Source: an optimization exercise on an open RTL-to-GDS flow (aim: small area). Production flows keep margins and buffers that such runs may drop.
Where RTL was checked, it was by simulation tests only, not by an equivalence proof against the original.
No activity file was given, so power comes from the tool's default toggle rates.

==> v21: inputs <==
==> flow/design.v (excerpt) <==
module servo_pwm_sweep_generator (
  input  logic        clk,
  input  logic        rst_n,
  input  logic        in_tvalid,
  output logic        in_tready,
  input  logic [15:0] in_tdata,
  input  logic        in_tuser,
  output logic        out_tvalid,
  input  logic        out_tready,
  output logic [15:0] out_tdata,
  input  logic        cfg_valid,
  output logic        cfg_ready,
  input  logic [1:0]  cfg_index,
  input  logic [15:0] cfg_data
);
clock: 12.0 ns
lec_check: 0
cap_margin: 20
core_margin: 2
core_utilization: 40
cts_buf_list: sky130_fd_sc_hd__clkbuf_8
slew_margin: 20
synth_hierarchical: 1
standard.sh (not shown) runs the stock make flow with config.mk's settings and CLKGATE_MAP_FILE= SYNTH_SCRIPT=/design/flow/synth_recipe.tcl, a recipe that flattens the netlist after the stock synthesis.
==> flow/flow/run.sh <==
#!/bin/bash
# The standard layout, with the port buffers that buffer_ports puts on every
# input and output made the smallest buffer cell. Each tool's full output goes
# to a log file of its own in this folder (ORFS's own step logs stay under
# orfs/logs/).
set -euo pipefail
export BUFFER_PORTS_ARGS="-buffer_cell sky130_fd_sc_hd__buf_1"
bash standard.sh finish > standard_flow.log 2>&1
==> inputs of v34, as changes to v21 <==
--- a/flow/design.v
+++ b/flow/design.v
@@ -161,35 +161,31 @@
   assign pp128 = ~((angle[7] & s91[12]) | (angle[6] & s91[13]));
   assign pp129 = ~((angle[7] & s91[13]) | (angle[6] & s91[14]));
   assign pp130 = ~((angle[7] & s91[14]) | (angle[6] & s91[15]));
   assign pp131 = ~((angle[7] & s91[15]) | (angle[6] & s91[16]));
   assign pp132 = ~((angle[7] & s91[16]) | (angle[6] & s91[17]));
   assign pp133 = ~((angle[7] & s91[17]) | (angle[6] & s91[18]));
   assign pp134 = ~(angle[7] & s91[18]);
-  assign hs135 = ~(pp7 ^ pp25);
-  assign hc136 = pp7 | pp25;
+  spwm_fa u_hs135 (.a(pp7), .b(pp25), .ci(1'b1), .s(hs135), .co(hc136));
   spwm_fa u_fs137 (.a(pp8), .b(pp26), .ci(pp44), .s(fs137), .co(fc138));
   spwm_fa u_fs139 (.a(pp9), .b(pp27), .ci(pp45), .s(fs139), .co(fc140));
   spwm_fa u_fs141 (.a(pp10), .b(pp28), .ci(pp46), .s(fs141), .co(fc142));
   spwm_fa u_fs143 (.a(pp11), .b(pp29), .ci(pp47), .s(fs143), .co(fc144));
   spwm_fa u_fs145 (.a(pp12), .b(pp30), .ci(pp48), .s(fs145), .co(fc146));
   spwm_fa u_fs147 (.a(pp13), .b(pp31), .ci(pp49), .s(fs147), .co(fc148));
   spwm_fa u_fs149 (.a(pp14), .b(pp32), .ci(pp50), .s(fs149), .co(fc150));
   spwm_fa u_fs151 (.a(pp15), .b(pp33), .ci(pp51), .s(fs151), .co(fc152));
   spwm_fa u_fs153 (.a(pp16), .b(pp34), .ci(pp52), .s(fs153), .co(fc154));
   spwm_fa u_fs155 (.a(pp17), .b(pp35), .ci(pp53), .s(fs155), .co(fc156));
   spwm_fa u_fs157 (.a(pp18), .b(pp36), .ci(pp54), .s(fs157), .co(fc158));
   spwm_fa u_fs159 (.a(pp19), .b(pp37), .ci(pp55), .s(fs159), .co(fc160));
-  assign hs161 = ~(pp38 ^ pp56);
-  assign hc162 = pp38 | pp56;
-  assign hs163 = ~(pp5 ^ pp23);
-  assign hc164 = pp5 | pp23;
+  spwm_fa u_hs161 (.a(pp38), .b(pp56), .ci(1'b1), .s(hs161), .co(hc162));
+  spwm_fa u_hs163 (.a(pp5), .b(pp23), .ci(1'b1), .s(hs163), .co(hc164));
   spwm_fa u_fs165 (.a(pp6), .b(pp24), .ci(pp42), .s(fs165), .co(fc166));
-  assign hs167 = ~(pp60 ^ pp78);
-  assign hc168 = pp60 | pp78;
+  spwm_fa u_hs167 (.a(pp60), .b(pp78), .ci(1'b1), .s(hs167), .co(hc168));
   spwm_fa u_fs169 (.a(pp43), .b(pp61), .ci(pp79), .s(fs169), .co(fc170));
   spwm_fa u_fs171 (.a(pp97), .b(pp115), .ci(hs135), .s(fs171), .co(fc172));
   spwm_fa u_fs173 (.a(pp62), .b(pp80), .ci(pp98), .s(fs173), .co(fc174));
   spwm_fa u_fs175 (.a(pp116), .b(fs137), .ci(hc136), .s(fs175), .co(fc176));
   spwm_fa u_fs177 (.a(pp63), .b(pp81), .ci(pp99), .s(fs177), .co(fc178));
   spwm_fa u_fs179 (.a(pp117), .b(fs139), .ci(fc138), .s(fs179), .co(fc180));
   spwm_fa u_fs181 (.a(pp64), .b(pp82), .ci(pp100), .s(fs181), .co(fc182));
@@ -213,16 +209,15 @@
   spwm_fa u_fs217 (.a(pp73), .b(pp91), .ci(pp109), .s(fs217), .co(fc218));
   spwm_fa u_fs219 (.a(pp127), .b(fs159), .ci(fc158), .s(fs219), .co(fc220));
   spwm_fa u_fs221 (.a(pp74), .b(pp92), .ci(pp110), .s(fs221), .co(fc222));
   spwm_fa u_fs223 (.a(pp128), .b(hs161), .ci(fc160), .s(fs223), .co(fc224));
   spwm_fa u_fs225 (.a(pp57), .b(pp75), .ci(pp93), .s(fs225), .co(fc226));
   spwm_fa u_fs227 (.a(pp111), .b(pp129), .ci(hc162), .s(fs227), .co(fc228));
   spwm_fa u_fs229 (.a(pp76), .b(pp94), .ci(pp112), .s(fs229), .co(fc230));
-  assign hs231 = ~(pp4 ^ pp22);
-  assign hc232 = pp4 | pp22;
+  spwm_fa u_hs231 (.a(pp4), .b(pp22), .ci(1'b1), .s(hs231), .co(hc232));
   spwm_fa u_fs233 (.a(pp41), .b(pp59), .ci(pp77), .s(fs233), .co(fc234));
   spwm_fa u_fs235 (.a(pp96), .b(fs165), .ci(hs167), .s(fs235), .co(fc236));
   spwm_fa u_fs237 (.a(fs169), .b(fs171), .ci(fc166), .s(fs237), .co(fc238));
   spwm_fa u_fs239 (.a(fs173), .b(fs175), .ci(fc170), .s(fs239), .co(fc240));
   spwm_fa u_fs241 (.a(fs177), .b(fs179), .ci(fc174), .s(fs241), .co(fc242));
   spwm_fa u_fs243 (.a(fs181), .b(fs183), .ci(fc178), .s(fs243), .co(fc244));
   spwm_fa u_fs245 (.a(fs185), .b(fs187), .ci(fc182), .s(fs245), .co(fc246));
@@ -234,16 +229,15 @@
   spwm_fa u_fs257 (.a(fs209), .b(fs211), .ci(fc206), .s(fs257), .co(fc258));
   spwm_fa u_fs259 (.a(fs213), .b(fs215), .ci(fc210), .s(fs259), .co(fc260));
   spwm_fa u_fs261 (.a(fs217), .b(fs219), .ci(fc214), .s(fs261), .co(fc262));
   spwm_fa u_fs263 (.a(fs221), .b(fs223), .ci(fc218), .s(fs263), .co(fc264));
   spwm_fa u_fs265 (.a(fs225), .b(fs227), .ci(fc222), .s(fs265), .co(fc266));
   spwm_fa u_fs267 (.a(pp130), .b(fs229), .ci(fc226), .s(fs267), .co(fc268));
   spwm_fa u_fs269 (.a(pp95), .b(pp113), .ci(pp131), .s(fs269), .co(fc270));
-  assign hs271 = ~(pp3 ^ pp21);
-  assign hc272 = pp3 | pp21;
+  spwm_fa u_hs271 (.a(pp3), .b(pp21), .ci(1'b1), .s(hs271), .co(hc272));
   spwm_fa u_fs273 (.a(pp40), .b(pp58), .ci(hs231), .s(fs273), .co(fc274));
   spwm_fa u_fs275 (.a(hs163), .b(fs233), .ci(hc232), .s(fs275), .co(fc276));
   spwm_fa u_fs277 (.a(hc164), .b(fs235), .ci(fc234), .s(fs277), .co(fc278));
   spwm_fa u_fs279 (.a(hc168), .b(fs237), .ci(fc236), .s(fs279), .co(fc280));
   spwm_fa u_fs281 (.a(fc172), .b(fs239), .ci(fc238), .s(fs281), .co(fc282));
   spwm_fa u_fs283 (.a(fc176), .b(fs241), .ci(fc240), .s(fs283), .co(fc284));
   spwm_fa u_fs285 (.a(fc180), .b(fs243), .ci(fc242), .s(fs285), .co(fc286));
@@ -681,27 +675,27 @@
   for (genvar i = 1; i < TICK_W; i++) begin : g_tick_inc
     spwm_ha u_ha (.a(tick_r[i]), .b(tick_cy[i]), .s(tick_inc[i]), .co(tick_cy[i+1]));
   end
   assign tick_inc[TICK_W] = tick_cy[TICK_W];
   for (genvar i = 1; i < PPS_W; i++) begin : g_pcount_inc
     spwm_ha u_ha (.a(pcount_r[i]), .b(pcount_cy[i]), .s(pcount_inc[i]), .co(pcount_cy[i+1]));
   end
-  logic [TICK_W:1]    wrap_nb, pin_nb;
-  logic [PPS_W:1]     pwrap_nb;
-  logic [ANGLE_W:1]   up_nb;
+  logic [TICK_W:0]    wrap_nb, pin_nb;
+  logic [PPS_W:0]     pwrap_nb;
+  logic [ANGLE_W:0]   up_nb;
   logic [ANGLE_W-1:0] target_n;
-  assign wrap_nb[1]  = tick_inc[0] | period_n[0];
-  assign pin_nb[1]   = tick_r[0] | width_n[0];
-  assign pwrap_nb[1] = pcount_inc[0] | pps_n[0];
-  assign up_nb[1]    = start_cl[0] | target_n[0];
-  for (genvar i = 1; i < TICK_W; i++) begin : g_cmp16
+  assign wrap_nb[0]  = 1'b1;
+  assign pin_nb[0]   = 1'b1;
+  assign pwrap_nb[0] = 1'b1;
+  assign up_nb[0]    = 1'b1;
+  for (genvar i = 0; i < TICK_W; i++) begin : g_cmp16
     spwm_maj u_wrap (.a(tick_inc[i]), .b(period_n[i]), .c(wrap_nb[i]), .y(wrap_nb[i+1]));
     spwm_maj u_pin  (.a(tick_r[i]),   .b(width_n[i]),  .c(pin_nb[i]),  .y(pin_nb[i+1]));
   end
-  for (genvar i = 1; i < PPS_W; i++) begin : g_cmp8
+  for (genvar i = 0; i < PPS_W; i++) begin : g_cmp8
     spwm_maj u_pwrap (.a(pcount_inc[i]), .b(pps_n[i]),  .c(pwrap_nb[i]), .y(pwrap_nb[i+1]));
     spwm_maj u_up    (.a(start_cl[i]),   .b(target_n[i]), .c(up_nb[i]),  .y(up_nb[i+1]));
   end
   assign wrap       = tick_inc[TICK_W] | wrap_nb[TICK_W];
   assign pwrap      = pwrap_nb[PPS_W];
   assign pin_lt     = ~pin_nb[TICK_W];
   assign at_goal    = &(angle_r ^ goal_n);
==> flow/flow/run.sh (replaced) <==
#!/bin/bash
# The standard layout with three changes to how it is made: the port buffers
# that buffer_ports puts on every input and output are the smallest buffer
# cell, the buffers synthesis inserted are removed at floorplan (the resizer
# buffers again where needed), and after global routing the resizer downsizes
# cells on paths with slack to spare. Each tool's full output goes to a log
# file of its own in this folder (ORFS's own step logs stay under orfs/logs/).
set -euo pipefail
export BUFFER_PORTS_ARGS="-buffer_cell sky130_fd_sc_hd__buf_1"
export REMOVE_ABC_BUFFERS=1
export RECOVER_POWER=100
bash standard.sh finish > standard_flow.log 2>&1
==> inputs of v22, as changes to v21 <==
--- a/flow/design.v
+++ b/flow/design.v
@@ -578,14 +578,29 @@
       for (i = 0; i < 8; i = i + 1) begin
         r[i] = a[i] ^ c;
         c    = c & ~(a[i] ^ up);
       end
       step8 = r;
     end
   endfunction
+  function automatic logic [7:0] step12(input logic [7:0] a, input logic up,
+                                        input logic two);
+    logic [7:0] r;
+    logic       c;
+    integer     i;
+    begin
+      r[0] = a[0] ^ ~two;
+      c    = two | ~(a[0] ^ up);
+      for (i = 1; i < 8; i = i + 1) begin
+        r[i] = a[i] ^ c;
+        c    = c & ~(a[i] ^ up);
+      end
+      step12 = r;
+    end
+  endfunction
   function automatic logic [7:0] clamp180(input logic [7:0] x);
     logic gt;
     begin
       gt = x[7] & (x[6] | (x[5] & x[4] & (x[3] | (x[2] & (x[1] | x[0])))));
       clamp180 = gt ? 8'd180 : x;
     end
   endfunction
@@ -648,21 +663,21 @@
   spwm_ha u_ts95 (.a(cfg_data[11]), .b(tc94), .s(ts95), .co(tc96));
   assign s91_new = {tc96, ts95, ts93, ts91, ts89, ts87, ts85, ts83, ts81, ts79, ts77, ts75, ts73, ts71, ts69, ts67, ts65, ts63, cfg_data[0]};
   logic [TICK_W-1:0]  period_n, min_pulse_r;
   logic [S91_W-1:0]   s91_r;      
   logic [PPS_W-1:0]   pps_n;
   logic [TICK_W-1:0]  tick_r;
   logic [PPS_W-1:0]   pcount_r;
-  logic [ANGLE_W-1:0] angle_r, goal_n;
+  logic [ANGLE_W-1:0] shown_r, goal_n;    
   logic [TICK_W-1:0]  width_n;
   logic               moving_r;
-  logic               out_valid_r, pin_r, reject_r, stepped_r;
-  logic               up_r;       
+  logic               out_valid_r, pin_r, reject_r;
+  logic               stepped_r;  
   logic               in_acc, is_move, move_ok, tick_mv;
-  logic [ANGLE_W-1:0] start_cl, target_cl, a_step, a_load, shown;
+  logic [ANGLE_W-1:0] start_cl, target_cl, a_step, a_load, angle;
   logic [TICK_W:0]    tick_inc;
   logic [PPS_W-1:0]   pcount_inc;
   logic               wrap, pwrap, at_goal, up, step, stop;
   logic [TICK_W-1:0]  new_width_n;
   logic               pin_lt;
   assign cfg_ready  = 1'b1;
   assign in_tready  = !out_valid_r || out_tready;
@@ -688,32 +703,33 @@
   logic [TICK_W:1]    wrap_nb, pin_nb;
   logic [PPS_W:1]     pwrap_nb;
   logic [ANGLE_W:1]   up_nb;
   logic [ANGLE_W-1:0] target_n;
   assign wrap_nb[1]  = tick_inc[0] | period_n[0];
   assign pin_nb[1]   = tick_r[0] | width_n[0];
   assign pwrap_nb[1] = pcount_inc[0] | pps_n[0];
-  assign up_nb[1]    = start_cl[0] | target_n[0];
+  assign up_nb[1]    = shown_r[0] | goal_n[0];
   for (genvar i = 1; i < TICK_W; i++) begin : g_cmp16
     spwm_maj u_wrap (.a(tick_inc[i]), .b(period_n[i]), .c(wrap_nb[i]), .y(wrap_nb[i+1]));
     spwm_maj u_pin  (.a(tick_r[i]),   .b(width_n[i]),  .c(pin_nb[i]),  .y(pin_nb[i+1]));
   end
   for (genvar i = 1; i < PPS_W; i++) begin : g_cmp8
     spwm_maj u_pwrap (.a(pcount_inc[i]), .b(pps_n[i]),  .c(pwrap_nb[i]), .y(pwrap_nb[i+1]));
-    spwm_maj u_up    (.a(start_cl[i]),   .b(target_n[i]), .c(up_nb[i]),  .y(up_nb[i+1]));
+    spwm_maj u_up    (.a(shown_r[i]),    .b(goal_n[i]), .c(up_nb[i]),    .y(up_nb[i+1]));
   end
   assign wrap       = tick_inc[TICK_W] | wrap_nb[TICK_W];
   assign pwrap      = pwrap_nb[PPS_W];
   assign pin_lt     = ~pin_nb[TICK_W];
-  assign at_goal    = &(angle_r ^ goal_n);
   assign target_n   = ~target_cl;
-  assign up         = up_r;
+  assign up         = ~up_nb[ANGLE_W];
+  assign angle      = step8(shown_r, up, stepped_r);
+  assign at_goal    = &(angle ^ goal_n);
   assign step       = tick_mv && wrap && pwrap && !at_goal;
   assign stop       = tick_mv && wrap && pwrap && at_goal;
-  assign a_step     = step8(angle_r, up, 1'b1);
+  assign a_step     = step12(shown_r, up, stepped_r);
   assign a_load     = is_move ? start_cl : a_step;
   spwm_width u_width (
     .angle      (a_load),
     .s91        (s91_r),
     .min_pulse  (min_pulse_r),
     .period_n   (period_n),
     .high_width_n (new_width_n)
@@ -732,48 +748,45 @@
         default:       pps_n       <= ~cfg_data[PPS_W-1:0];
       endcase
     end
   end
   always_ff @(posedge clk) begin
     if (!rst_n) begin
       moving_r    <= 1'b0;
-      angle_r     <= '0;
+      shown_r     <= '0;
+      stepped_r   <= 1'b0;
       out_valid_r <= 1'b0;
     end else begin
       out_valid_r <= in_acc || (out_valid_r && !out_tready);
       if (in_acc) begin
+        shown_r   <= move_ok ? start_cl : angle;
+        stepped_r <= step;
         if (move_ok) begin
           moving_r <= 1'b1;
-          angle_r  <= start_cl;
         end else if (stop) begin
           moving_r <= 1'b0;
-        end else if (step) begin
-          angle_r  <= a_step;
         end
       end
     end
   end
   always_ff @(posedge clk) begin
     if (in_acc) begin
       if (move_ok) begin
         goal_n   <= target_n;
-        up_r     <= ~up_nb[ANGLE_W];
         tick_r   <= '0;
         pcount_r <= '0;
       end else if (tick_mv) begin
         if (wrap) begin
           tick_r   <= '0;
           pcount_r <= pwrap ? '0 : pcount_inc;
         end else begin
           tick_r   <= tick_inc[TICK_W-1:0];
         end
       end
       if (move_ok || step) width_n <= new_width_n;
       pin_r     <= tick_mv && pin_lt;
       reject_r  <= is_move && moving_r;
-      stepped_r <= step;
     end
   end
-  assign shown = step8(angle_r, !up_r, stepped_r);
   assign out_tvalid = out_valid_r;
-  assign out_tdata  = {5'b0, reject_r, moving_r, shown, pin_r};
+  assign out_tdata  = {5'b0, reject_r, moving_r, shown_r, pin_r};
 endmodule
==> notes <==
- First-iteration DRC count, lowest first: v21, v22, v34.
- Global-route usage, lowest first: v21, v34, v22.
- Against v22, the critical path depth of v34 is lower by 7.
- Between v34 and v21, the lower maximum frequency is in v34 (gap about 0.7%, measured against v21).
- Design area: v34 < v21 < v22.
- Die area, highest first: v22, v34, v21.
- The highest synthesized area belongs to v22, the lowest to v21.
- Combinational power, highest first: v34, v21, v22.
- v21 finished clean. v34 finished but failed the layout checks on max-capacitance violations, max-slew violations. v22 produced a clean layout.
- The highest register-to-register slack belongs to v34, the lowest to v22.
- Sequential power: v34 > v21 > v22.
The RTL of v22 was laid out without a check of its function.

==> afterwards: timing with drivers on the ports <==
How much do the figures lean on ideal ports? The routed layouts below were timed once more, with nothing changed but the port constraints.
Step 1 sets driving cells, clkbuf_16 on the clock port and buf_2 on the other inputs (assumed; they add their load-dependent delay and slew).
Step 2 adds t to the input delays and takes it off the output delays; t is the mean of the earliest and latest rising clock arrival at the registers after step 1. Input paths then give back, and output paths get back, about the clock's delay inside the block.
a / b / c = no drivers / after step 1 / after step 2; a / b = the first two.
run	t, ns	setup WS [ns]	worst setup path after step 2	worst data-port slew with drivers (ns)
v21	0.474	1.565 / 1.582 / 1.108	input to register	0.04
v34	0.489	1.491 / 1.510 / 1.021	input to register	0.04
v22	0.484	0.822 / 0.822 / 0.822	register to register	0.06
For v34, which loses most, drivers alone change the setup slack by +0.019 ns; drivers and shift together by -0.470 ns.
